Source: an optimization exercise on an open RTL-to-GDS flow (aim: small area and a short achievable clock period). Production flows keep margins and buffers that such runs may drop. RTL that was checked went through simulation tests only; none was proved equivalent to the original. No activity file was given, so power comes from the tool's default toggle rates.

== branch umber ==
## deflate_stored_top
module deflate_stored_top (
	input  logic                        clk,
	input  logic                        rst_n,
	input  logic                        word_valid,
	input  logic [32-1:0]  word,           
	output logic                        out_valid,
	output logic [32-1:0]  out_word,
	output logic                        out_last,
	output logic [3-1:0] out_bytes,
	output logic                        done,
	output logic                        protocol_error
);
clock: 6.0 ns
lec_check: 0
cap_margin: 20
core_margin: 2
core_utilization: 40
cts_cluster_diameter: 80
cts_cluster_size: 24
setup_slack_margin: 3.3
slew_margin: 20
tns_end_percent: 5
standard.sh (not shown) runs the stock make flow with config.mk's settings and CLKGATE_MAP_FILE= SYNTH_SCRIPT=/design/flow/synth_recipe.tcl, a recipe that flattens the netlist after the stock synthesis.
==> flow/flow/run.sh <==
#!/bin/bash
# The standard layout, with the port buffers made of plain buffers instead of the
# slow delay buffers buffer_ports picks by default. Every port still gets its buffer.
set -euo pipefail
export BUFFER_PORTS_ARGS="-buffer_cell sky130_fd_sc_hd__buf_2"
bash standard.sh > standard.log 2>&1
#### Input delta (branch raven over branch umber)
# branch umber
export LEC_CHECK = 0
export CAP_MARGIN = 20
export CORE_MARGIN = 2
export CORE_UTILIZATION = 40
export CTS_CLUSTER_DIAMETER = 80
export CTS_CLUSTER_SIZE = 24
export SETUP_SLACK_MARGIN = 3.3
export SLEW_MARGIN = 20
export TNS_END_PERCENT = 5
create_clock -name core_clock -period 6.0 [get_ports {clk}]
# branch raven
export LEC_CHECK = 0
export CAP_MARGIN = 20
export CORE_MARGIN = 2
export CORE_UTILIZATION = 40
export CTS_CLUSTER_DIAMETER = 80
export CTS_CLUSTER_SIZE = 24
export SETUP_SLACK_MARGIN = 3.4
export SLEW_MARGIN = 20
export TNS_END_PERCENT = 5
create_clock -name core_clock -period 6.0 [get_ports {clk}]
==> flow/flow/run.sh <==
#!/bin/bash
# The standard layout, with the port buffers made of plain buffers instead of the
# slow delay buffers buffer_ports picks by default. Every port still gets its buffer.
set -euo pipefail
export BUFFER_PORTS_ARGS="-buffer_cell sky130_fd_sc_hd__buf_1"
bash standard.sh > standard.log 2>&1
## What came out
For branch umber, the capture point of the worst path was block_decoder_i.bytes_left[11], unlike branch raven, where it was block_decoder_i.bytes_left[15].
Comparing branch umber and branch raven, the higher first-pass GRT wire length is on branch raven.
Going from branch umber to branch raven, via count rose 72; achievable clock frequency fell 0.0067 GHz.
Between branch umber and branch raven, the core utilization figures differ only marginally.

## job 4686
Another version of the RTL of deflate_stored_top (not shown whole).
Size: roughly 250 flip-flops, ~74 I/O pins, roughly 0.014 mm^2 of cells after synthesis.
## deflate_stored_top
module deflate_stored_top (
	input  logic                        clk,
	input  logic                        rst_n,
	input  logic                        word_valid,
	input  logic [32-1:0]  word,           
	output logic                        out_valid,
	output logic [32-1:0]  out_word,
	output logic                        out_last,
	output logic [3-1:0] out_bytes,
	output logic                        done,
	output logic                        protocol_error
);
	logic        a_hdr, a_dat, a_trl;   
	logic [1:0]  a_ra;
	logic [3:0]  a_sel;
	logic [1:0]  ra_next;
	logic [31:0] a_word;
	logic        a_bf;
	logic [2:0]  b_n;                   
	logic        b_last, b_bf;
	logic [31:0] b_lanes;
	block_decoder block_decoder_i (
		.clk            (clk),
		.rst_n          (rst_n),
		.word_valid     (word_valid),
		.word           (word),
		.a_hdr          (a_hdr),
		.a_dat          (a_dat),
  ...
clock: 6.0 ns
lec_check: 0
cap_margin: 20
core_margin: 2
core_utilization: 40
cts_cluster_diameter: 80
cts_cluster_size: 24
setup_slack_margin: 3.5
slew_margin: 20
tns_end_percent: 5
run.sh (not shown) runs the stock make flow with config.mk's settings and CLKGATE_MAP_FILE= SYNTH_SCRIPT=/design/flow/synth_recipe.tcl, a recipe that flattens the netlist after the stock synthesis.
Stock flow here: none of the scripts above is used.
--- input diff job 4686..job 3743 ---
Settings: CTS_CLUSTER_DIAMETER no longer set, was 80; CTS_CLUSTER_SIZE no longer set, was 24; SETUP_SLACK_MARGIN now 3.8, was 3.5.
==> flow/flow/run.sh (new file) <==
#!/bin/bash
# The standard layout, with the port buffers made of plain buffers instead of the
# slow delay buffers buffer_ports picks by default. Every port still gets its buffer.
set -euo pipefail
export BUFFER_PORTS_ARGS="-buffer_cell sky130_fd_sc_hd__buf_2"
bash standard.sh > standard.log 2>&1
==> flow/standard.sh (new file) <==
#!/bin/bash
# synth_recipe.tcl (not shown) runs the flow's synth.tcl, then flattens the netlist and writes it again
# the make line also repeats each setting of config.mk as NAME=value (left out here)
make -C /OpenROAD-flow-scripts/flow DESIGN_CONFIG=/design/flow/config.mk WORK_HOME=/design/flow/orfs CLKGATE_MAP_FILE= SYNTH_SCRIPT=/design/flow/synth_recipe.tcl "${@:-finish}"
removed: flow/run.sh
### Flow results
Routing usage on met2, job 3743 and job 4686, lower one = job 3743.
On power dissipated by switching net loads, the higher figure sits with job 3743, not job 4686.
All of job 3743 and job 4686 finish clean.
For the number of standard cells in the final layout excluding fillers, job 3743 came in 2.0% higher than job 4686 did.
Input-level comparison between job 7144 and job 3743:
Settings: SETUP_SLACK_MARGIN: 3.8 -> 3.5.
- Between job 3743 and job 7144, utilization after layout decreased.
- Taking job 3743 as the reference, in job 7144 cell count saw a decrease, first-pass GRT wire length roughly the same.
- [job 7144 vs job 3743] worst setup slack: higher in job 7144
- Compare job 7144 and job 3743 | arrival time at the worst endpoint higher: job 3743
- Total of plain and repair buffers excluding clock buffers went down by more than 10% going from job 3743 to job 7144.
No functional check of the RTL was part of any run of this note.

[static timing again, ports no longer ideal]
No port has a modelled driver above. Below, the same layouts with a new extraction and two added sets of constraints.
Step 1 sets driving cells, clkbuf_16 on the clock port and buf_2 on the other inputs (assumed; they add their load-dependent delay and slew).
Step 2 times the ports against the registers' clock, not the clock port: input delays grow and output delays shrink by t, the midpoint of the rising clock arrivals with the driver on.
Three values: no drivers, after step 1, after step 2; two values: the first two.
run | t, ns | slack for setup (ns) | worst hold slack (ns) | slew at the worst register clock pin (ns) | worst data-port slew with drivers (ns)
branch umber | 0.553 | 3.239 / 3.251 / 2.697 | 0.336 / 0.336 / 0.336 | 0.10 / 0.10 | 0.04
branch raven | 0.568 | 3.187 / 3.189 / 2.621 | 0.350 / 0.350 / 0.350 | 0.09 / 0.09 | 0.05
job 4686 | 0.567 | 3.273 / 3.273 / 2.851 | 0.344 / 0.344 / 0.344 | 0.10 / 0.10 | 0.07
job 3743 | 0.603 | 3.230 / 3.230 / 3.230 | 0.348 / 0.348 / 0.348 | 0.06 / 0.06 | 0.05
job 7144 | 0.612 | 3.285 / 3.285 / 3.174 | 0.341 / 0.341 / 0.341 | 0.07 / 0.07 | 0.04
After both steps every run listed still meets setup and hold. The setup slack of branch raven, which loses most, moves by +0.002 ns with the drivers and by -0.566 ns with both steps.
